Context: an optimization exercise on an open-source flow, tuned for small area, a short achievable clock period and few clock cycles. The choices shown serve that exercise and are no tape-out recipe. Function was checked by simulation only, so behaviour that the tests miss may differ from the original. Power figures rest on the tool's default switching activity, not on a simulated workload.

== trial 72 ==
// execute_stage_md
module execute_stage_md
#(
  parameter int WIDTH  = 32,
  parameter int RA_W   = 5,
  parameter int CTRL_W = 5
) (
  input  logic              clk,
  input  logic              rst_n,
  input  logic              ValidE,
  input  logic              RegDstE,
  input  logic [1:0]        ALUSrcE,
  input  logic [CTRL_W-1:0] ALUControlE,
  input  logic [4:0]        shamtE,
  input  logic [WIDTH-1:0]  Rd1E,
  input  logic [WIDTH-1:0]  Rd2E,
  input  logic [RA_W-1:0]   RsE,
  input  logic [RA_W-1:0]   RtE,
  input  logic [RA_W-1:0]   RdE,
  input  logic [15:0]       immE,
  input  logic [WIDTH-1:0]  signImmE,
  input  logic [WIDTH-1:0]  ALUOutMIn,
  input  logic [WIDTH-1:0]  ResultW,
  input  logic [1:0]        ForwardAE,
  input  logic [1:0]        ForwardBE,
  output logic [RA_W-1:0]   RsEtoHU,
  output logic [RA_W-1:0]   RtEtoHU,
  output logic              MdStallE,
  output logic              ValidM,
  output logic [WIDTH-1:0]  ALUOutM,
  output logic [WIDTH-1:0]  WriteDataM,
  output logic [RA_W-1:0]   WriteRegM,
  output logic              MdBusy
);
  logic [WIDTH-1:0] src_a, fwd_b, src_b, alu_res, hi, lo, md_sh_val;
  logic [4:0]       md_sh_amt;
  logic             sh_op, sh_free, md_sh;
  logic md_group, md_arith, md_start, wr_hi, wr_lo, unit_busy, md_sh_req;
  assign RsEtoHU = RsE;
  assign RtEtoHU = RtE;
  always_comb begin
    case (ForwardAE)
      exe_pkg::FWD_WB:  src_a = ResultW;
      exe_pkg::FWD_MEM: src_a = ALUOutMIn;
      default: src_a = Rd1E;
    endcase
    case (ForwardBE)
      exe_pkg::FWD_WB:  fwd_b = ResultW;
      exe_pkg::FWD_MEM: fwd_b = ALUOutMIn;
      default: fwd_b = Rd2E;
    endcase
    case (ALUSrcE)
      exe_pkg::SRC_SIMM: src_b = signImmE;
      exe_pkg::SRC_ZIMM: src_b = WIDTH'(immE);
      default:  src_b = fwd_b;
    endcase
  end
  ...
Size: ~190 flip-flops, roughly 290 I/O pins, roughly 24,000 um2 of cells after synthesis.
make LEC_CHECK=0 CAP_MARGIN=20 CORE_MARGIN=2 CORE_UTILIZATION=40 SETUP_SLACK_MARGIN=2.0 SLEW_MARGIN=20 finish   # period 8.0 ns
run.sh (not shown) runs the stock make flow with config.mk's settings and CLKGATE_MAP_FILE= SYNTH_SCRIPT=/design/flow/synth_recipe.tcl, a recipe that flattens the netlist after the stock synthesis.
Testbench counts of trial 72, summed over its fixed seeds: cycles 3,782.
The following lists how build 64 was set up differently from trial 72:
--- a/flow/design.v
+++ b/flow/design.v
@@ -100,18 +100,13 @@
   input  logic [WIDTH-1:0] a,
   input  logic [WIDTH-1:0] b,
   input  logic             wr_hi,
   input  logic             wr_lo,
   output logic             busy,
   output logic [WIDTH-1:0] hi,
-  output logic [WIDTH-1:0] lo,
-  input  logic             sh_free,
-  output logic             sh_req,
-  output logic [WIDTH-1:0] sh_val,
-  output logic [4:0]       sh_amt,
-  input  logic [WIDTH-1:0] sh_res
+  output logic [WIDTH-1:0] lo
 );
   localparam logic [2:0] P_STEP = 3'd0, P_SETUP = 3'd1, P_NEGD = 3'd2, P_NEGH = 3'd3,
                          P_RFIN = 3'd4, P_FIXL = 3'd5, P_MFIX = 3'd6;
   localparam logic [2:0] BD_ZERO = 3'b000, BD_PLUS = 3'b001, BD_MINUS = 3'b101;
   logic [31:0] hi_r, lo_r, d;
   logic        busy_r, is_div, msgn, sa, sb, nq, hs;
@@ -123,13 +118,13 @@
     dp_ctl = {(p == P_NEGD) || (p == P_FIXL), (p == P_NEGH) || ((p == P_RFIN) && s_a),
               (p == P_FIXL)};
   endfunction
   function automatic logic [2:0] booth(input logic b2, input logic b1, input logic b0);
     booth = {b2, (b2 & ~b1 & ~b0) | (~b2 & b1 & b0), b1 ^ b0};
   endfunction
-  logic        last, rneg, d_zero, st_signed, acc_e, setup_go;
+  logic        last, rneg, d_zero, st_signed, acc_e;
   logic [31:0] msrc, d_al;
   logic [33:0] mA;
   logic [35:0] pp0, pp1, acc_x, cs_s, cs_c, msum;
   logic [4:0]  za, zb;
   logic [5:0]  n;
   always_comb begin
@@ -149,16 +144,13 @@
     rneg = msum[35];
     st_signed = op[1] & ~op[0];
     d_zero = (d == 32'd0);
     za = exe_pkg::clz32(hi_r);
     zb = exe_pkg::clz32(d);
     n  = {1'b0, zb} - {1'b0, za};
-    d_al = sh_res;
-    sh_req = busy_r & is_div & (ph == P_SETUP);
-    sh_val = d;
-    sh_amt = n[4:0];
+    d_al = d << n[4:0];
   end
   always_ff @(posedge clk or negedge rst_n) begin
     if (!rst_n) begin
       busy_r <= 1'b0;
       hi_r   <= '0;
       lo_r   <= '0;
@@ -176,13 +168,13 @@
           end else begin
             hi_r <= msum[31:0];
             lo_r <= {lo_r[30:0], ~rneg};
             if (last && !rneg && !sa && !nq) busy_r <= 1'b0;
           end
         end
-        P_SETUP: if (sh_free) begin
+        P_SETUP: begin
           lo_r <= d_zero ? 32'hFFFF_FFFF : 32'd0;
           if ((d_zero || n[5]) && !sa) busy_r <= 1'b0;
         end
         P_NEGD: ;
         P_NEGH: hi_r <= msum[31:0];
         P_RFIN: begin
@@ -257,13 +249,13 @@
           bd0 <= BD_ZERO;
         end
         P_NEGH: begin
           ph  <= P_SETUP;
           {zacc, ainv, msel_lo} <= dp_ctl(P_SETUP, sa);
         end
-        P_SETUP: if (sh_free) begin
+        P_SETUP: begin
           cnt <= n[4:0];
           d   <= d_al;
           if (d_zero || n[5]) begin
             nq  <= 1'b0;
             ph  <= P_RFIN;
             {zacc, ainv, msel_lo} <= dp_ctl(P_RFIN, sa);
@@ -317,16 +309,14 @@
   output logic              ValidM,
   output logic [WIDTH-1:0]  ALUOutM,
   output logic [WIDTH-1:0]  WriteDataM,
   output logic [RA_W-1:0]   WriteRegM,
   output logic              MdBusy
 );
-  logic [WIDTH-1:0] src_a, fwd_b, src_b, alu_res, hi, lo, md_sh_val;
-  logic [4:0]       md_sh_amt;
-  logic             sh_op, sh_free, md_sh;
-  logic md_group, md_arith, md_start, wr_hi, wr_lo, unit_busy, md_sh_req;
+  logic [WIDTH-1:0] src_a, fwd_b, src_b, alu_res, hi, lo;
+  logic md_group, md_arith, md_start, wr_hi, wr_lo, unit_busy;
   assign RsEtoHU = RsE;
   assign RtEtoHU = RtE;
   always_comb begin
     case (ForwardAE)
       exe_pkg::FWD_WB:  src_a = ResultW;
       exe_pkg::FWD_MEM: src_a = ALUOutMIn;
@@ -354,19 +344,14 @@
     lt_u = ~addr[32];
     lt_s = (src_a[31] ^ src_b[31]) ? src_a[31] : addr[31];
     shl   = (ALUControlE == exe_pkg::ALU_SLL) || (ALUControlE == exe_pkg::ALU_SLLV);
     sra   = (ALUControlE == exe_pkg::ALU_SRA) || (ALUControlE == exe_pkg::ALU_SRAV);
     shamt = ((ALUControlE == exe_pkg::ALU_SLLV) || (ALUControlE == exe_pkg::ALU_SRLV) ||
              (ALUControlE == exe_pkg::ALU_SRAV)) ? src_a[4:0] : shamtE;
-    sh_op   = (ALUControlE >= exe_pkg::ALU_SLL) && (ALUControlE <= exe_pkg::ALU_SRAV);
-    sh_free = ~ValidE | ~sh_op;
-    md_sh   = md_sh_req & sh_free;
-    for (int i = 0; i < 32; i++)
-      sh_in[i] = md_sh ? md_sh_val[31-i] : shl ? src_b[31-i] : src_b[i];
-    if (md_sh) shamt = md_sh_amt;
-    sh_out = 32'($signed({sra & ~md_sh & src_b[31], sh_in}) >>> shamt);
+    for (int i = 0; i < 32; i++) sh_in[i] = shl ? src_b[31-i] : src_b[i];
+    sh_out = 32'($signed({sra & src_b[31], sh_in}) >>> shamt);
     for (int i = 0; i < 32; i++) sh_rev[i] = sh_out[31-i];
   end
   always_comb begin
     alu_res = '0;
     case (ALUControlE)
       exe_pkg::ALU_ADD:  alu_res = addr[31:0];
@@ -404,18 +389,13 @@
     .a     (src_a),
     .b     (fwd_b),
     .wr_hi (wr_hi),
     .wr_lo (wr_lo),
     .busy  (unit_busy),
     .hi    (hi),
-    .lo    (lo),
-    .sh_free (sh_free),
-    .sh_req  (md_sh_req),
-    .sh_val  (md_sh_val),
-    .sh_amt  (md_sh_amt),
-    .sh_res  (sh_rev)
+    .lo    (lo)
   );
   always_ff @(posedge clk or negedge rst_n) begin
     if (!rst_n) ValidM <= 1'b0;
     else        ValidM <= ValidE & ~MdStallE;
   end
   always_ff @(posedge clk) begin
--- outcome ---
- Build 64 did not stop at any stage, and its layout met the timing, design-rule and antenna checks.
- Build 64 vs. trial 72: placement-stage cell area has increased, post-detailed-route wirelength per cell has decreased.
- In the metrics for trial 72 and build 64, the one carrying the lower power density over the cells is trial 72.
- Build 64 vs trial 72, final hold slack went down by 40 ps.
- Trial 72 was larger in final cell area than build 64.
- Relative to trial 72, build 64 improves worst setup slack.
- Diff trial 72 and build 64: site row count higher in build 64
- Insertion delay to the later sink of the worst-skew pair: higher on trial 72
- Build 64 vs. trial 72: met2 capacity usage during global routing saw a decrease, gate count of the mapped netlist climbed about 4.6%, register-to-register slack went up by 170 ps.
Testbench counts of build 64, summed over its fixed seeds: cycles 3,770.

========
execute_stage_md, a different RTL version from the one above (not shown whole).
Size: about 3200 cells after synthesis, roughly 190 flip-flops, about 290 I/O pins, roughly 0.024 mm^2 of cells after synthesis.
## execute_stage_md
module execute_stage_md
#(
  parameter int WIDTH  = 32,
  parameter int RA_W   = 5,
  parameter int CTRL_W = 5
) (
  input  logic              clk,
  input  logic              rst_n,
  input  logic              ValidE,
  input  logic              RegDstE,
  input  logic [1:0]        ALUSrcE,
  input  logic [CTRL_W-1:0] ALUControlE,
  input  logic [4:0]        shamtE,
  input  logic [WIDTH-1:0]  Rd1E,
  input  logic [WIDTH-1:0]  Rd2E,
  input  logic [RA_W-1:0]   RsE,
  input  logic [RA_W-1:0]   RtE,
  input  logic [RA_W-1:0]   RdE,
  input  logic [15:0]       immE,
  input  logic [WIDTH-1:0]  signImmE,
  input  logic [WIDTH-1:0]  ALUOutMIn,
  input  logic [WIDTH-1:0]  ResultW,
  input  logic [1:0]        ForwardAE,
  input  logic [1:0]        ForwardBE,
  output logic [RA_W-1:0]   RsEtoHU,
  output logic [RA_W-1:0]   RtEtoHU,
  output logic              MdStallE,
  output logic              ValidM,
  output logic [WIDTH-1:0]  ALUOutM,
  output logic [WIDTH-1:0]  WriteDataM,
  output logic [RA_W-1:0]   WriteRegM,
  output logic              MdBusy
);
  ...
clock: 8.0 ns
lec_check: 0
cap_margin: 20
core_margin: 2
core_utilization: 40
setup_slack_margin: 2.0
slew_margin: 20
standard.sh (not shown) runs the stock make flow with config.mk's settings and CLKGATE_MAP_FILE= SYNTH_SCRIPT=/design/flow/synth_recipe.tcl, a recipe that flattens the netlist after the stock synthesis.
==> flow/flow/run.sh <==
#!/bin/bash
# Standard ORFS layout (the standard.sh, standard synthesis included),
# except that the port buffers are buf_2 cells (resizable within the buf
# family) instead of the resizer's default pick.
set -euo pipefail
bash standard.sh BUFFER_PORTS_ARGS="-buffer_cell sky130_fd_sc_hd__buf_2" finish > flow_make.log 2>&1
The first run completed with no timing, DRC or antenna violations.
Testbench counts at the start, summed over its fixed seeds: cycles 3,793.
Then changed:
--- a/flow/design.v
+++ b/flow/design.v
@@ -306,27 +306,28 @@
     if (!start && busy_r && is_div && (ph == P_STEP)) begin
       hs  <= rneg;
       bd0 <= last ? (rneg ? (sa ? BD_MINUS : BD_PLUS) : BD_ZERO)
                   : (rneg ? BD_PLUS : BD_MINUS);
     end
   end
   logic [31:0] d_oth;
-  logic        align_go, d_msum;
+  logic        align_go;
   always_comb begin
     d_oth = d;
     if (start)
       d_oth = op[1] ? b : a;
     else if (busy_r && is_div) begin
       if (ph == P_STEP && !last) d_oth = {1'b0, d[31:1]};
+      if (ph == P_NEGD)          d_oth = msum[31:0];
       if (ph == P_RFIN)          d_oth = lo_r;
+      if (ph == P_ALIGN)         d_oth = msum[31:0];
     end
-    d_msum   = !start && busy_r && is_div && ((ph == P_NEGD) || (ph == P_ALIGN));
     align_go = !start && busy_r && is_div && (ph == P_ALIGN) && sh_free;
   end
-  always_ff @(posedge clk) d <= align_go ? d_al : d_msum ? msum[31:0] : d_oth;
+  always_ff @(posedge clk) d <= align_go ? d_al : d_oth;
   assign busy = busy_r;
   assign hi   = hi_r;
   assign lo   = lo_r;
 endmodule
 module execute_stage_md
 #(
   parameter int WIDTH  = 32,
Global-route usage decreases by 0.80 points; final cell count falls by 0.58%; register-to-register slack stays flat; cell area hardly moves; power increases by 11%; worst setup slack gets worse by 0.017 ns; non-clock buffer count shrinks by 16; maximum frequency barely changes.
Testbench counts after the change, summed over its fixed seeds: cycles 3,793.

========
Setup of the reference run:
execute_stage_md, a different RTL version from the one above (not shown whole).
Size: ~3200 cells after synthesis, roughly 190 flip-flops, about 290 I/O pins.
clock: 8.0 ns
lec_check: 0
cap_margin: 20
core_margin: 2
core_utilization: 40
setup_slack_margin: 2.0
slew_margin: 20
Scripts as last shown in full above: flow/flow/run.sh
In summary, the reference run completed successfully, with a layout that passed the timing, design-rule and antenna checks.
Testbench counts of the reference run, summed over its fixed seeds: cycles 3,793.
Relative to the reference run, the following input files were edited for the trial run:
-- flow/design.v --
<<< the reference run, line 113
  localparam logic [2:0] P_STEP = 3'd0, P_SETUP = 3'd1, P_NEGD = 3'd2, P_NEGH = 3'd3,
                         P_RFIN = 3'd4, P_FIXL = 3'd5, P_MFIX = 3'd6, P_ALIGN = 3'd7;
  localparam logic [2:0] BD_ZERO = 3'b000, BD_PLUS = 3'b001, BD_MINUS = 3'b101, BD_TWO = 3'b010;
  logic [31:0] hi_r, lo_r, d;
  logic        busy_r, is_div, msgn, sa, sb, nq, hs;
>>> the trial run, line 113
  localparam logic [2:0] P_STEP = 3'd0, P_SETUP = 3'd1, P_NEGD = 3'd2, P_NEGH = 3'd3,
                         P_RFIN = 3'd4, P_FIXL = 3'd5, P_MFIX = 3'd6, P_ALIGN = 3'd7;
  localparam logic [2:0] BD_ZERO = 3'b000, BD_PLUS = 3'b001, BD_MINUS = 3'b101;
  logic [31:0] hi_r, lo_r, d;
  logic        busy_r, is_div, msgn, sa, sb, nq, hs;
<<< the reference run, line 119
  logic [2:0]  ph;
  logic [4:0]  cnt;
  logic [4:0]  ra;      
  logic        zacc, ainv;
  function automatic logic [1:0] dp_ctl(input logic [2:0] p, input logic s_a);
    dp_ctl = {(p == P_NEGD) || (p == P_FIXL) || (p == P_ALIGN),
              (p == P_NEGH) || ((p == P_RFIN) && s_a)};
  endfunction
  function automatic logic [5:0] align_bd(input logic [4:0] r);
    if (r >= 5'd3)      align_bd = {BD_TWO,  BD_ZERO};   
    else if (r == 5'd2) align_bd = {BD_PLUS, BD_ZERO};   
    else                align_bd = {BD_ZERO, BD_TWO};    
  endfunction
  function automatic logic [2:0] booth(input logic b2, input logic b1, input logic b0);
>>> the trial run, line 119
  logic [2:0]  ph;
  logic [4:0]  cnt;
  logic        zacc, ainv;
  function automatic logic [1:0] dp_ctl(input logic [2:0] p, input logic s_a);
    dp_ctl = {(p == P_NEGD) || (p == P_FIXL), (p == P_NEGH) || ((p == P_RFIN) && s_a)};
  endfunction
  function automatic logic [2:0] booth(input logic b2, input logic b1, input logic b0);
<<< the reference run, line 161
    sh_req = busy_r & is_div & (ph == P_ALIGN);
    sh_val = d;
    sh_amt = ra;
  end
  always_ff @(posedge clk or negedge rst_n) begin
>>> the trial run, line 154
    sh_req = busy_r & is_div & (ph == P_ALIGN);
    sh_val = d;
    sh_amt = cnt;
  end
  always_ff @(posedge clk or negedge rst_n) begin
<<< the reference run, line 270
            {zacc, ainv} <= dp_ctl(P_RFIN, sa);
            bd0 <= BD_ZERO;
          end else if (n[4:0] == 5'd0) begin
            ph  <= P_STEP;
            {zacc, ainv} <= dp_ctl(P_STEP, sa);
            bd0 <= BD_MINUS;
          end else begin
            ra  <= n[4:0];
            ph  <= P_ALIGN;
            {zacc, ainv} <= dp_ctl(P_ALIGN, sa);
            {bd1, bd0} <= align_bd(n[4:0]);
          end
        end
        P_ALIGN: if (sh_free || ra <= 5'd3) begin
          ph  <= P_STEP;
          {zacc, ainv} <= dp_ctl(P_STEP, sa);
          bd0 <= BD_MINUS;
          bd1 <= BD_ZERO;
        end else begin
          ra  <= ra - 5'd3;
          {bd1, bd0} <= align_bd(ra - 5'd3);
        end
        P_RFIN: begin
>>> the trial run, line 263
            {zacc, ainv} <= dp_ctl(P_RFIN, sa);
            bd0 <= BD_ZERO;
          end else begin
            ph  <= P_ALIGN;
            {zacc, ainv} <= dp_ctl(P_ALIGN, sa);
          end
        end
        P_ALIGN: if (sh_free) begin
          ph  <= P_STEP;
          {zacc, ainv} <= dp_ctl(P_STEP, sa);
          bd0 <= BD_MINUS;
        end
        P_RFIN: begin
<<< the reference run, line 309
      if (ph == P_NEGD)          d_oth = msum[31:0];
      if (ph == P_RFIN)          d_oth = lo_r;
      if (ph == P_ALIGN)         d_oth = msum[31:0];
    end
    align_go = !start && busy_r && is_div && (ph == P_ALIGN) && sh_free;
>>> the trial run, line 292
      if (ph == P_NEGD)          d_oth = msum[31:0];
      if (ph == P_RFIN)          d_oth = lo_r;
    end
    align_go = !start && busy_r && is_div && (ph == P_ALIGN) && sh_free;
## What came out
According to the power report, total power for the trial run is lower than for the reference run.
Diff the reference run -> the trial run: share of total power in combinational logic dropped 2.0 points, number of global-route vias before repair climbed 3.7%, die outline width dropped 2.0 um.
Between the reference run and the trial run, the fraction of area in multi-input gates does not differ in any meaningful way.
From the reference run to the trial run the numbers moved as follows: design area shows a reduction of about 1.1%, total standard cell area after synthesis shows a reduction of about 1.6%.
Testbench counts of the trial run, summed over its fixed seeds: cycles 3,816.

## static timing again, ports no longer ideal
In the flow no input, the clock included, has a driving cell. The finished layouts below were timed again as built, in two steps.
Step 1: set_driving_cell puts a clkbuf_16 on clk and a buf_2 on each other input, an assumption about the parent block.
Step 2 also shifts input and output timing later by t, the mid clock arrival at the registers, as if the neighbouring blocks saw the same clock.
Slacks: no drivers / after step 1 / after step 2; pairs: no drivers / after step 1.
| run | shift t [ns] | slack for setup (ns) | worst setup path after step 2 |
|---|---|---|---|
| trial 72 | 0.591 | 1.853 / 1.853 / 1.405 | input to register |
| build 64 | 0.550 | 2.022 / 2.022 / 1.546 | input to register |
| the first run of note 2 | 0.564 | 2.170 / 2.205 / 1.641 | input to register |
| the second run of note 2 | 0.568 | 2.153 / 2.191 / 1.623 | input to register |
| the reference run | 0.576 | 1.878 / 1.878 / 1.613 | input to register |
| the trial run | 0.568 | 2.127 / 2.127 / 1.603 | input to register |
After both steps every run listed still meets setup and hold. For the second run of note 2, which loses most, drivers alone change the setup slack by +0.038 ns; drivers and shift together by -0.530 ns.
